Context: an optimization exercise on an open-source flow, tuned for small area, a short achievable clock period and few clock cycles. The choices shown serve that exercise and are no tape-out recipe.
In this exercise RTL edits were held to simulation tests only and were not proved equivalent to the original.

==> flow/design.v <==
package tli_pkg;
    localparam int TABLE_DEPTH = 64;
    localparam int ADDR_W      = $clog2(TABLE_DEPTH);
    localparam int DATA_W      = 32;
    localparam int PIU_W       = 7;
    localparam int INDEX_W     = 6;
    localparam int STATUS_W    = 2;
    localparam int PADDR_W     = 3;
    localparam int PDATA_W     = 32;
    localparam int DIV_STAGES  = DATA_W / 2;    
    localparam logic OP_WRITE = 1'b0;
    localparam logic OP_QUERY = 1'b1;
    localparam logic [STATUS_W-1:0] STATUS_OK    = 2'd0;
    localparam logic [STATUS_W-1:0] STATUS_RANGE = 2'd1;
    localparam logic [STATUS_W-1:0] STATUS_SHORT = 2'd2;
endpackage
import tli_pkg::*;
module tli_ram (
    input  logic                                clk,
    input  logic                                wr_en,
    input  logic [tli_pkg::ADDR_W-1:0]          wr_addr,
    input  logic [tli_pkg::DATA_W-1:0]          wr_x,
    input  logic [tli_pkg::DATA_W-1:0]          wr_y,
    input  logic [tli_pkg::DATA_W-1:0]          cmp_e,
    input  logic [tli_pkg::ADDR_W-1:0]          cmp_last,
    output logic [tli_pkg::ADDR_W-1:0]          cmp_seg,     
    output logic                                cmp_found,   
    output logic                                cmp_range,   
    input  logic [tli_pkg::ADDR_W-1:0]          rd_seg,
    output logic [tli_pkg::DATA_W-1:0]          rd_x0,
    output logic [tli_pkg::DATA_W-1:0]          rd_y0,
    output logic [tli_pkg::DATA_W-1:0]          rd_x1,
    output logic [tli_pkg::DATA_W-1:0]          rd_y1
);
    localparam int HALF = TABLE_DEPTH / 2;
    logic [HALF-1:0][DATA_W-1:0] ex_q, ey_q;    
    logic [HALF-1:0][DATA_W-1:0] ox_q, oy_q;    
    genvar k;
    generate
        for (k = 0; k < HALF; k++) begin : g_row
            always_ff @(posedge clk) begin
                if (wr_en && wr_addr == ADDR_W'(2*k)) begin
                    ex_q[k] <= wr_x;
                    ey_q[k] <= wr_y;
                end
                if (wr_en && wr_addr == ADDR_W'(2*k+1)) begin
                    ox_q[k] <= wr_x;
                    oy_q[k] <= wr_y;
                end
            end
        end
    endgenerate
    logic [TABLE_DEPTH-1:0] lt, eq, le;
    generate
        for (k = 0; k < HALF; k++) begin : g_cmp
            tli_cmp u_cmp_e (.a(cmp_e), .b(ex_q[k]), .lt(lt[2*k]),   .eq(eq[2*k]));
            tli_cmp u_cmp_o (.a(cmp_e), .b(ox_q[k]), .lt(lt[2*k+1]), .eq(eq[2*k+1]));
        end
    endgenerate
    assign le = lt | eq;
    logic [TABLE_DEPTH-1:1] hit, ext;
    generate
        for (k = 1; k < TABLE_DEPTH; k++) begin : g_hit
            assign hit[k] = !lt[k-1] && le[k] && (ADDR_W'(k) <= cmp_last);
            assign ext[k] = hit[k] || (ADDR_W'(k) == cmp_last);
        end
    endgenerate
    assign cmp_found = |hit;
    assign cmp_range = lt[0] || !le[cmp_last];
    logic [63:0] ext_full;
    logic [7:0]  grp_any;
    logic [2:0]  grp_sel;
    logic [7:0]  grp_bits;
    logic [2:0]  bit_sel;
    assign ext_full = {ext, 1'b0};
    always_comb begin
        for (int g = 0; g < 8; g++) begin
            grp_any[g] = |ext_full[8*g +: 8];
        end
        grp_sel = 3'd7;
        for (int g = 6; g >= 0; g--) begin
            if (grp_any[g]) grp_sel = 3'(g);
        end
        grp_bits = ext_full[8*grp_sel +: 8];
        bit_sel = 3'd7;
        for (int b = 6; b >= 0; b--) begin
            if (grp_bits[b]) bit_sel = 3'(b);
        end
    end
    assign cmp_seg = {grp_sel, bit_sel};
    logic [ADDR_W-2:0] ea, oa;
    logic [ADDR_W-1:0] seg_m1;
    logic [DATA_W-1:0] ex, ey, ox, oy;
    assign seg_m1 = rd_seg - ADDR_W'(1);
    assign ea     = rd_seg[ADDR_W-1:1];
    assign oa     = seg_m1[ADDR_W-1:1];
    assign ex     = ex_q[ea];
    assign ey     = ey_q[ea];
    assign ox     = ox_q[oa];
    assign oy     = oy_q[oa];
    always_comb begin
        if (rd_seg[0]) begin
            rd_x0 = ex;  rd_y0 = ey;  rd_x1 = ox;  rd_y1 = oy;
        end else begin
            rd_x0 = ox;  rd_y0 = oy;  rd_x1 = ex;  rd_y1 = ey;
        end
    end
endmodule
module tli_cmp (
    input  logic [31:0] a,
    input  logic [31:0] b,
    output logic        lt,
    output logic        eq
);
    logic [31:0] l0, e0;
    logic [15:0] l1, e1;
    logic [7:0]  l2, e2;
    logic [3:0]  l3, e3;
    logic [1:0]  l4, e4;
    assign l0 = ~a & b;
    assign e0 = ~(a ^ b);
    genvar i;
    generate
        for (i = 0; i < 16; i++) begin : g_l1
            assign l1[i] = l0[2*i+1] | (e0[2*i+1] & l0[2*i]);
            assign e1[i] = e0[2*i+1] & e0[2*i];
        end
        for (i = 0; i < 8; i++) begin : g_l2
            assign l2[i] = l1[2*i+1] | (e1[2*i+1] & l1[2*i]);
            assign e2[i] = e1[2*i+1] & e1[2*i];
        end
        for (i = 0; i < 4; i++) begin : g_l3
            assign l3[i] = l2[2*i+1] | (e2[2*i+1] & l2[2*i]);
            assign e3[i] = e2[2*i+1] & e2[2*i];
        end
        for (i = 0; i < 2; i++) begin : g_l4
            assign l4[i] = l3[2*i+1] | (e3[2*i+1] & l3[2*i]);
            assign e4[i] = e3[2*i+1] & e3[2*i];
        end
    endgenerate
    assign lt = l4[1] | (e4[1] & l4[0]);
    assign eq = e4[1] & e4[0];
endmodule
import tli_pkg::*;
module tli_front (
    input  logic                          aclk,
    input  logic                          aresetn,
    input  logic                          psel,
    input  logic                          penable,
    input  logic                          pwrite,
    input  logic [tli_pkg::PADDR_W-1:0]   paddr,
    input  logic [tli_pkg::PDATA_W-1:0]   pwdata,
    output logic [tli_pkg::PDATA_W-1:0]   prdata,
    input  logic                          s_valid,
    input  logic                          s_ready,
    input  logic                          s_operation,
    input  logic [tli_pkg::INDEX_W-1:0]   s_point_index,
    input  logic [tli_pkg::DATA_W-1:0]    s_point_energy,
    input  logic [tli_pkg::DATA_W-1:0]    s_point_mu,
    input  logic [tli_pkg::DATA_W-1:0]    s_query_energy,
    input  logic                          adv,           
    output logic                          acc,           
    output logic                          c_valid,
    output logic                          c_write,
    output logic                          c_short,
    output logic [tli_pkg::ADDR_W-1:0]    c_last,
    output logic [tli_pkg::ADDR_W-1:0]    c_index,
    output logic [tli_pkg::DATA_W-1:0]    c_energy,
    output logic [tli_pkg::DATA_W-1:0]    c_mu
);
    logic [PIU_W-1:0] piu_q;
    logic [PIU_W-1:0] piu_d;
    logic [PIU_W-1:0] prd_q;
    logic             reg_wr;
    logic [PIU_W-1:0] n_eff;
    assign reg_wr = psel && penable && pwrite && !paddr[2];
    assign piu_d  = reg_wr ? pwdata[PIU_W-1:0] : piu_q;
    always_ff @(posedge aclk) begin
        if (!aresetn) begin
            piu_q <= '0;
            prd_q <= '0;
        end else begin
            piu_q <= piu_d;
            prd_q <= paddr[2] ? '0 : piu_d;
        end
    end
    assign prdata = PDATA_W'(prd_q);
    assign n_eff = (piu_q > PIU_W'(TABLE_DEPTH)) ? PIU_W'(TABLE_DEPTH) : piu_q;
    assign acc   = s_valid && s_ready;
    always_ff @(posedge aclk) begin
        if (!aresetn) begin
            c_valid <= 1'b0;
        end else if (adv) begin
            c_valid <= acc;
        end
        if (acc) begin
            c_write  <= (s_operation == OP_WRITE);
            c_short  <= (n_eff < PIU_W'(2));
            c_last   <= ADDR_W'(n_eff - PIU_W'(1));
            c_index  <= s_point_index;
            c_energy <= (s_operation == OP_WRITE) ? s_point_energy : s_query_energy;
            c_mu     <= s_point_mu;
        end
    end
endmodule
import tli_pkg::*;
module tli_div_stage (
    input  logic                           aclk,
    input  logic                           aresetn,
    input  logic                           en,
    input  logic                           i_valid,
    input  logic [2+2+tli_pkg::DATA_W-1:0] i_side,
    input  logic [2*tli_pkg::DATA_W:0]     i_z,
    input  logic [tli_pkg::DATA_W-1:0]     i_dx,
    output logic                           o_valid,
    output logic [2+2+tli_pkg::DATA_W-1:0] o_side,
    output logic [2*tli_pkg::DATA_W:0]     o_z,
    output logic [tli_pkg::DATA_W-1:0]     o_dx
);
    logic [DATA_W+1:0] ta, tb, ra, rb, da, db;
    logic [DATA_W+2:0] sa, sb;
    assign ta = i_z[2*DATA_W:DATA_W-1];
    assign da = i_z[2*DATA_W] ? {2'b0, i_dx} : ~{2'b0, i_dx};
    assign sa = {ta, 1'b1} + {da, !i_z[2*DATA_W]};
    assign ra = sa[DATA_W+2:1];
    assign tb = {ra[DATA_W:0], i_z[DATA_W-2]};
    assign db = ra[DATA_W] ? {2'b0, i_dx} : ~{2'b0, i_dx};
    assign sb = {tb, 1'b1} + {db, !ra[DATA_W]};
    assign rb = sb[DATA_W+2:1];
    always_ff @(posedge aclk) begin
        if (!aresetn) begin
            o_valid <= 1'b0;
        end else if (en) begin
            o_valid <= i_valid;
        end
        if (en) begin
            o_side <= i_side;
            o_z    <= {rb[DATA_W:0], i_z[DATA_W-3:0], !ra[DATA_W], !rb[DATA_W]};
            o_dx   <= i_dx;
        end
    end
endmodule
module tli_back (
    input  logic                          aclk,
    input  logic                          aresetn,
    input  logic                          acc,
    input  logic                          acc_write,
    input  logic                          c_valid,
    input  logic                          c_write,
    input  logic                          c_short,
    input  logic [tli_pkg::ADDR_W-1:0]    c_last,
    input  logic [tli_pkg::ADDR_W-1:0]    c_index,
    input  logic [tli_pkg::DATA_W-1:0]    c_energy,
    input  logic [tli_pkg::DATA_W-1:0]    c_mu,
    output logic                          adv,
    output logic                          s_ready,
    output logic                          m_valid,
    input  logic                          m_ready,
    output logic [tli_pkg::DATA_W-1:0]    m_mu_result,
    output logic [tli_pkg::STATUS_W-1:0]  m_status
);
    localparam int SIDE_W = 2 + STATUS_W + DATA_W;    
    logic [ADDR_W-1:0]      seg;
    logic                   found, range_err;
    logic [DATA_W-1:0]      rd_x0, rd_y0, rd_x1, rd_y1;
    logic                   r1_valid, r1_write, r1_found;
    logic [STATUS_W-1:0]    r1_status;
    logic [ADDR_W-1:0]      r1_seg;
    logic [DATA_W-1:0]      r1_energy, r1_mu;
    logic                   r2_valid, r2_zero, r2_found;
    logic [STATUS_W-1:0]    r2_status;
    logic [DATA_W-1:0]      r2_x0, r2_x1, r2_y0, r2_y1, r2_energy;
    logic                   r3_valid, r3_special, r3_neg;
    logic [STATUS_W-1:0]    r3_status;
    logic [DATA_W-1:0]      r3_off, r3_dy, r3_dx, r3_base;
    logic                   r4_valid;
    logic [SIDE_W-1:0]      r4_side;
    logic [3:0][DATA_W+7:0] r4_pp;
    logic [DATA_W-1:0]      r4_dx;
    logic                   r5_valid;
    logic [SIDE_W-1:0]      r5_side;
    logic [2*DATA_W-1:0]    r5_prod;
    logic [DATA_W-1:0]      r5_dx;
    tli_ram u_table (
        .clk       (aclk),
        .wr_en     (r1_valid && r1_write),
        .wr_addr   (r1_seg),
        .wr_x      (r1_energy),
        .wr_y      (r1_mu),
        .cmp_e     (c_energy),
        .cmp_last  (c_last),
        .cmp_seg   (seg),
        .cmp_found (found),
        .cmp_range (range_err),
        .rd_seg    (r1_seg),
        .rd_x0     (rd_x0),
        .rd_y0     (rd_y0),
        .rd_x1     (rd_x1),
        .rd_y1     (rd_y1)
    );
    always_ff @(posedge aclk) begin
        if (!aresetn) begin
            r1_valid <= 1'b0;
        end else if (adv) begin
            r1_valid <= c_valid;
        end
        if (adv) begin
            r1_write  <= c_write;
            r1_found  <= found;
            r1_status <= c_write ? STATUS_OK :
                         c_short ? STATUS_SHORT :
                         range_err ? STATUS_RANGE : STATUS_OK;
            r1_seg    <= c_write ? c_index : seg;
            r1_energy <= c_energy;
            r1_mu     <= c_mu;
        end
    end
    always_ff @(posedge aclk) begin
        if (!aresetn) begin
            r2_valid <= 1'b0;
        end else if (adv) begin
            r2_valid <= r1_valid;
        end
        if (adv) begin
            r2_zero   <= r1_write || (r1_status != STATUS_OK);
            r2_status <= r1_status;
            r2_found  <= r1_found;
            r2_x0     <= rd_x0;
            r2_x1     <= rd_x1;
            r2_y0     <= rd_y0;
            r2_y1     <= rd_y1;
            r2_energy <= r1_energy;
        end
    end
    logic [DATA_W:0]   dy_up;
    logic [DATA_W-1:0] dy_down;
    logic              neg;
    assign dy_up   = {1'b0, r2_y1} - {1'b0, r2_y0};
    assign dy_down = r2_y0 - r2_y1;
    assign neg     = dy_up[DATA_W];
    always_ff @(posedge aclk) begin
        if (!aresetn) begin
            r3_valid <= 1'b0;
        end else if (adv) begin
            r3_valid <= r2_valid;
        end
        if (adv) begin
            r3_special <= r2_zero || !r2_found || (r2_x1 == r2_x0);
            r3_neg     <= neg;
            r3_status  <= r2_status;
            r3_off     <= r2_energy - r2_x0;
            r3_dy      <= neg ? dy_down : dy_up[DATA_W-1:0];
            r3_dx      <= r2_x1 - r2_x0;
            r3_base    <= r2_zero ? '0 : (r2_found ? r2_y0 : r2_y1);
        end
    end
    always_ff @(posedge aclk) begin
        if (!aresetn) begin
            r4_valid <= 1'b0;
        end else if (adv) begin
            r4_valid <= r3_valid;
        end
        if (adv) begin
            r4_side <= {r3_special, r3_neg, r3_status, r3_base};
            for (int p = 0; p < 4; p++) begin
                r4_pp[p] <= (DATA_W+8)'(r3_off) * (DATA_W+8)'(r3_dy[8*p +: 8]);
            end
            r4_dx   <= r3_dx;
        end
    end
    always_ff @(posedge aclk) begin
        if (!aresetn) begin
            r5_valid <= 1'b0;
        end else if (adv) begin
            r5_valid <= r4_valid;
        end
        if (adv) begin
            r5_side <= r4_side;
            r5_prod <= (2*DATA_W)'(r4_pp[0])
                     + ((2*DATA_W)'(r4_pp[1]) << 8)
                     + ((2*DATA_W)'(r4_pp[2]) << 16)
                     + ((2*DATA_W)'(r4_pp[3]) << 24);
            r5_dx   <= r4_dx;
        end
    end
    logic [DIV_STAGES:0]                d_valid;
    logic [DIV_STAGES:0][SIDE_W-1:0]    d_side;
    logic [DIV_STAGES:0][2*DATA_W:0]    d_z;
    logic [DIV_STAGES:0][DATA_W-1:0]    d_dx;
    assign d_valid[0] = r5_valid;
    assign d_side[0]  = r5_side;
    assign d_z[0]     = {1'b0, r5_prod};
    assign d_dx[0]    = r5_dx;
    genvar s;
    generate
        for (s = 0; s < DIV_STAGES; s++) begin : g_div
            tli_div_stage u_stage (
                .aclk    (aclk),
                .aresetn (aresetn),
                .en      (adv),
                .i_valid (d_valid[s]),
                .i_side  (d_side[s]),
                .i_z     (d_z[s]),
                .i_dx    (d_dx[s]),
                .o_valid (d_valid[s+1]),
                .o_side  (d_side[s+1]),
                .o_z     (d_z[s+1]),
                .o_dx    (d_dx[s+1])
            );
        end
    endgenerate
    logic                f_special, f_neg;
    logic [STATUS_W-1:0] f_status;
    logic [DATA_W-1:0]   f_base, f_quo, f_mu;
    logic                push, pop;
    logic                skid_valid;
    logic [DATA_W-1:0]   skid_mu;
    logic [STATUS_W-1:0] skid_status;
    logic                out_valid;
    logic                skid_valid_d;
    logic                cool_q, cool_d;
    assign {f_special, f_neg, f_status, f_base} = d_side[DIV_STAGES];
    assign f_quo = d_z[DIV_STAGES][DATA_W-1:0];
    logic [DATA_W:0] f_sum;
    assign f_sum = {f_base, 1'b1} + {(f_neg ? ~f_quo : f_quo), f_neg};
    assign f_mu  = f_special ? f_base : f_sum[DATA_W:1];
    assign adv  = !skid_valid;
    assign push = adv && d_valid[DIV_STAGES];
    assign pop  = out_valid && m_ready;
    always_comb begin
        skid_valid_d = skid_valid;
        if (!out_valid || pop) begin
            skid_valid_d = 1'b0;
        end else if (push) begin
            skid_valid_d = 1'b1;
        end
    end
    always_comb begin
        if (acc && acc_write) begin
            cool_d = 1'b1;
        end else if (adv) begin
            cool_d = 1'b0;
        end else begin
            cool_d = cool_q;
        end
    end
    always_ff @(posedge aclk) begin
        if (!aresetn) begin
            out_valid  <= 1'b0;
            skid_valid <= 1'b0;
            s_ready    <= 1'b0;
            cool_q     <= 1'b0;
        end else begin
            skid_valid <= skid_valid_d;
            cool_q     <= cool_d;
            s_ready    <= !skid_valid_d && !cool_d;
            if (!out_valid || pop) begin
                out_valid <= skid_valid || push;
            end
        end
        if (!out_valid || pop) begin
            if (skid_valid) begin
                m_mu_result <= skid_mu;
                m_status    <= skid_status;
            end else if (push) begin
                m_mu_result <= f_mu;
                m_status    <= f_status;
            end
        end
        if (push && out_valid && !pop) begin
            skid_mu     <= f_mu;
            skid_status <= f_status;
        end
    end
    assign m_valid = out_valid;
endmodule
import tli_pkg::*;
module table_linear_interpolator_core (
    input  logic                          aclk,
    input  logic                          aresetn,
    input  logic                          psel,
    input  logic                          penable,
    input  logic                          pwrite,
    input  logic [tli_pkg::PADDR_W-1:0]   paddr,
    input  logic [tli_pkg::PDATA_W-1:0]   pwdata,
    output logic [tli_pkg::PDATA_W-1:0]   prdata,
    output logic                          pready,
    input  logic                          s_valid,
    output logic                          s_ready,
    input  logic                          s_operation,
    input  logic [tli_pkg::INDEX_W-1:0]   s_point_index,
    input  logic [tli_pkg::DATA_W-1:0]    s_point_energy,
    input  logic [tli_pkg::DATA_W-1:0]    s_point_mu,
    input  logic [tli_pkg::DATA_W-1:0]    s_query_energy,
    output logic                          m_valid,
    input  logic                          m_ready,
    output logic [tli_pkg::DATA_W-1:0]    m_mu_result,
    output logic [tli_pkg::STATUS_W-1:0]  m_status
);
    logic                          adv;
    logic                          acc;
    logic                          c_valid, c_write, c_short;
    logic [tli_pkg::ADDR_W-1:0]    c_last, c_index;
    logic [tli_pkg::DATA_W-1:0]    c_energy, c_mu;
    assign pready = 1'b1;
    tli_front u_front (
        .aclk           (aclk),
        .aresetn        (aresetn),
        .psel           (psel),
        .penable        (penable),
        .pwrite         (pwrite),
        .paddr          (paddr),
        .pwdata         (pwdata),
        .prdata         (prdata),
        .s_valid        (s_valid),
        .s_ready        (s_ready),
        .s_operation    (s_operation),
        .s_point_index  (s_point_index),
        .s_point_energy (s_point_energy),
        .s_point_mu     (s_point_mu),
        .s_query_energy (s_query_energy),
        .adv            (adv),
        .acc            (acc),
        .c_valid        (c_valid),
        .c_write        (c_write),
        .c_short        (c_short),
        .c_last         (c_last),
        .c_index        (c_index),
        .c_energy       (c_energy),
        .c_mu           (c_mu)
    );
    tli_back u_back (
        .aclk        (aclk),
        .aresetn     (aresetn),
        .acc         (acc),
        .acc_write   (s_operation == tli_pkg::OP_WRITE),
        .c_valid     (c_valid),
        .c_write     (c_write),
        .c_short     (c_short),
        .c_last      (c_last),
        .c_index     (c_index),
        .c_energy    (c_energy),
        .c_mu        (c_mu),
        .adv         (adv),
        .s_ready     (s_ready),
        .m_valid     (m_valid),
        .m_ready     (m_ready),
        .m_mu_result (m_mu_result),
        .m_status    (m_status)
    );
endmodule
==> flow/run.sh <==
#!/bin/bash
# synth_recipe.tcl (not shown) runs the flow's synth.tcl, then flattens the netlist and writes it again
# the make line also repeats each setting of config.mk as NAME=value (left out here)
make -C /OpenROAD-flow-scripts/flow DESIGN_CONFIG=/design/flow/config.mk WORK_HOME=/design/flow/orfs CLKGATE_MAP_FILE= SYNTH_SCRIPT=/design/flow/synth_recipe.tcl finish
==> flow/config.mk <==
export PLATFORM = sky130hd
export DESIGN_NAME = table_linear_interpolator_core
export DESIGN_NICKNAME = table_linear_interpolator_core
export VERILOG_FILES = /design/flow/design.v
export SDC_FILE = /design/flow/constraint.sdc
export NUM_CORES = 4
export LEC_CHECK = 0
export ABC_CLOCK_PERIOD_IN_PS = 3000
export CAP_MARGIN = 20
export CORE_MARGIN = 2
export CORE_UTILIZATION = 45
export SLEW_MARGIN = 20
export SYNTH_MEMORY_MAX_BITS = 8192
==> flow/constraint.sdc <==
create_clock -name core_clock -period 10.0 [get_ports {aclk}]
set_input_delay 2.0000 -clock core_clock [delete_from_list [all_inputs] [get_ports {aclk}]]
set_output_delay 2.0000 -clock core_clock [all_outputs]
set_load 0.01 [all_outputs]
==> summary.txt <==
final timing paths:
path | to | depth (start not counted)
max | u_back.g_div[6].u_stage.o_z[0] | 25
min reg2reg | u_back.g_div[7].u_stage.o_z[17] | 0
max reg2reg | u_back.g_div[6].u_stage.o_z[0] | 25
min | u_back.g_div[7].u_stage.o_z[17] | 0
sequential cells by signal (all words and copies together) (netlist names), 36 cells and up:
name,cells
u_back.u_table.ex_q,1024
u_back.u_table.ey_q,1024
u_back.u_table.ox_q,1024
u_back.u_table.oy_q,1024
u_back.g_div.u_stage.o_z,1007
u_back.g_div.u_stage.o_side,576
u_back.g_div.u_stage.o_dx,480
u_back.r4_pp,160
u_back.r5_prod,64
u_back.r4_side,36
u_back.r5_side,36
kinds of logic (layout without fill, tap and decap cells):
kind of cell	Yosys count	after routing	share of synthesized area
buf+inv	2068	3406	0.0200
fa+ha+maj	4314	4314	0.151
flops	7075	7075	0.537
compound gates	5399	5399	0.0901
mux	1762	1762	0.0823
simple gates	5337	5337	0.0680
other cells	2	74	0.0000190
xor+xnor	2295	2295	0.0510
critical path, cell delays in order, from the launching register on:
cell	delay, ns
edfxtp_1	0.78
xnor2_1	0.16
ha_1	0.30
nor2b_1	0.14
o21a_1	0.16
o21ai_1	0.10
a211oi_2	0.33
o211ai_1	0.23
a2111oi_2	0.64
o211ai_1	0.26
a31oi_2	0.37
mux2_2	0.54
xnor2_1	0.19
ha_1	0.38
and4_1	0.28
nor2b_1	0.50
nand4_1	0.16
mux2i_1	0.35
a21oi_1	0.16
a211oi_1	0.46
a211oi_1	0.19
nor3_1	0.42
nor3_1	0.15
o31ai_1	0.54
o41ai_1	0.14
or2_1	0.22
synth_stat cells (all sizes together) (31+ instances only):
master	count
o21bai	174
mux2i	506
a21boi	78
a21o	1497
o41ai	39
mux2	78
or3	111
xor2	736
o211ai	103
a211oi	144
nand2b	261
or2	92
mux4	1178
and4	98
a21oi	1483
and3	164
nor2	1106
dfxtp	40
a211o	42
a31o	43
a221oi	69
a2111oi	35
o31ai	59
a221o	31
clkbuf	604
nand2	1341
ha	3561
nand4	443
buf	223
and2	547
a31oi	126
o21a	206
xnor2	1559
nor2b	282
nand3	418
o22ai	123
o21ai	851
fa	752
edfxtp	7035
inv	1238
nor4	65
nor3	291
layout make-up:
type	count	area (um2)
fillers	74128	434000
flip-flops and latches	7075	212000
multi-input cells	19133	176000
clock buffers	888	19500
well taps	11557	14500
repair buffers	765	6760
clock inverters	512	5770
inverters	1241	4680
diodes	48	120
stage by stage:
stage	instance area [um2]	std cells
final	439000	41219
after floorplan	395000	28276
after CTS	439000	41167
after global placement	413000	39767
after global routing	439000	41185
after detailed placement	413000	39767
routing by layer:
metal	vias to the layer above	routed length, um	share of wire
li1	109733	-	-
met1	126325	501000	0.42
met2	10043	529000	0.44
met3	1818	114000	0.096
met4	22	49800	0.042
met5	-	139	0.00012
==> summary.md <==
| Metric | Value |
|---|---|
| Routability cong. | 0.984 |
| Slew margin rel. | 0.0839 |
| Die Area | 0.884 mm2 |
| Final wirelength | 1190000 um |
| Global route hottest layer | met2 |
| Final period util | 0.844 |
| Leading area contributor after synthesis | edfxtp_1 |
| Status | finished clean |
| CP startpoint | u_back.g_div[5].u_stage.o_z[64] |
| Antenna violations before repair | 97 |
| GRT Util Overall | 0.263 |
| Core area | 0.873 mm2 |
| Cts bufs inserted | 758 |
| Ys async rst share | 0 |
| RSZ-0062 raised after global routing | false |
| Max Cap Viol | 0 |
| Chip height | 940 um |
| Total grt overflow | 0 |
| Hold-fix buffers, CTS | 0 |
| Worst Hold Launch | u_back.g_div[6].u_stage.o_z[15] |
| Fmax | 118 MHz |
| Total I/O pin count | 214 |
| Die W | 940 um |
| Finished Core Util | 0.503 |
| DR pass1 iterations | 6 |
| Crit path DAT | 9.31 ns |
| Worst skew pair latency | 1.20 ns |
| Setup violators final | 0 |
| Critical setup path kind | flip-flop to flip-flop |
| Measured slew at the worst slew-check pin | 1.36 ns |
| Wire per inst | 29.0 um |
| DRC viols | 0 |
| # clock sinks | 7075 |
| Sequential share of the synthesized area | 0.537 |
| Vias in the first global route | 245251 |
| Synth Area per Inst | 14.0 um2 |
| H-tree lvl count | 6 |
| Most frequent cells in the layout | 7035 x edfxtp_1, 3560 x ha_1, 1554 x xnor2_1, 1497 x a21o_1, 1474 x a21oi_1 |
| CTS tree | built |
| Starting Density | 0.452 |
| Largest net degree at the start of global routing | 208 |
| Post-DRT Antenna Nets | 0 |
| Clk slew on worst S/H paths | 0.06 ns |
| Area growth from synthesis to layout | 11.3% |
| Share of cells above drive strength 1 | 0.112 |
| Post-synth top flop | edfxtp_1 |
| Post-Place Worst Slack | 1.65 ns |
| Top post-synthesis cells by area | edfxtp_1 54%, ha_1 11%, mux4_2 6.7%, fa_1 3.8%, xnor2_1 3.5% |
| M3 GR Usage | 0.0639 |
| Hold WS | 0.382 ns |
| Met2 usage | 0.404 |
| Layout Nets | 33432 |
| YS warnings | 4 |
| CP Capture Type | flip-flop |
| IO buf count | 160 |
| Root Driver | clkbuf_16 |
| Critical Path RT | 10.87 ns |
| CP startpoint kind | flip-flop |
| Via/cell ratio | 6.02 |
| Most common cell after layout, fill and taps aside | edfxtp_1 |
| Reg2Reg Setup Slack | 1.56 ns |
| Synthesized flop and latch total | 7075 |
| Number of synthesized flops with an enable pin | 7035 |
| Synth Cell Area | 0.395 mm2 |
| Resize count post-CTS | 0 |
| DRT iter0 DRCs | 27576 |
| Post-synth top area share | 0.535 |
| Global-route wire length before repair | 1710000 um |
| Fin Clk Skew | 0.120 ns |
| CTS Buffer Depth | 4 |
| Final Hold Viols | 0 |
| PnR worst setup slack | 1.56 ns |
| Num rows | 343 |
| Placed wire-length estimate | 845000 um |
| Routed vias | 247941 |
| Min Clock Period, post-route | 8.44 ns |
| Cells after synthesis | 28252 |
| Met1 usage | 0.365 |
| HP Class | flip-flop to flip-flop |
| Final Max Tran Viols | 0 |
| Netlist cell types | 112 |
| Post-route setup TNS | 0 ns |
| Reg-to-Reg Start | u_back.g_div[5].u_stage.o_z[64] |
| # Post-CTS Setup Buffers | 0 |
| Critical path peak fanout | 12 |
Testbench counts, summed over its fixed seeds: cycles 2,656.

==> what the ideal ports hide <==
In the flow no input, the clock included, has a driving cell. The finished layout below was timed again as built, in two steps. Step 1: set_driving_cell puts a clkbuf_16 on aclk and a buf_2 on each other input, an assumption about the parent block. Step 2 moves the port delays by t, midway between the first and last clock arrival at a register: inputs arrive t later, outputs are due t later. That takes back most of the time a late clock gives input paths. Three values: ideal ports, drivers, drivers and shift; two values: the first two.
t, ns: 1.276
setup slack, ns: 1.557 / 1.557 / 1.557
hold slack, ns: 0.382 / 0.382 / 0.382
worst setup path at the end: register to register
After both steps setup and hold are still met in this run. The setup slack of this run moves by 0.000 ns with the drivers and by 0.000 ns with both steps.
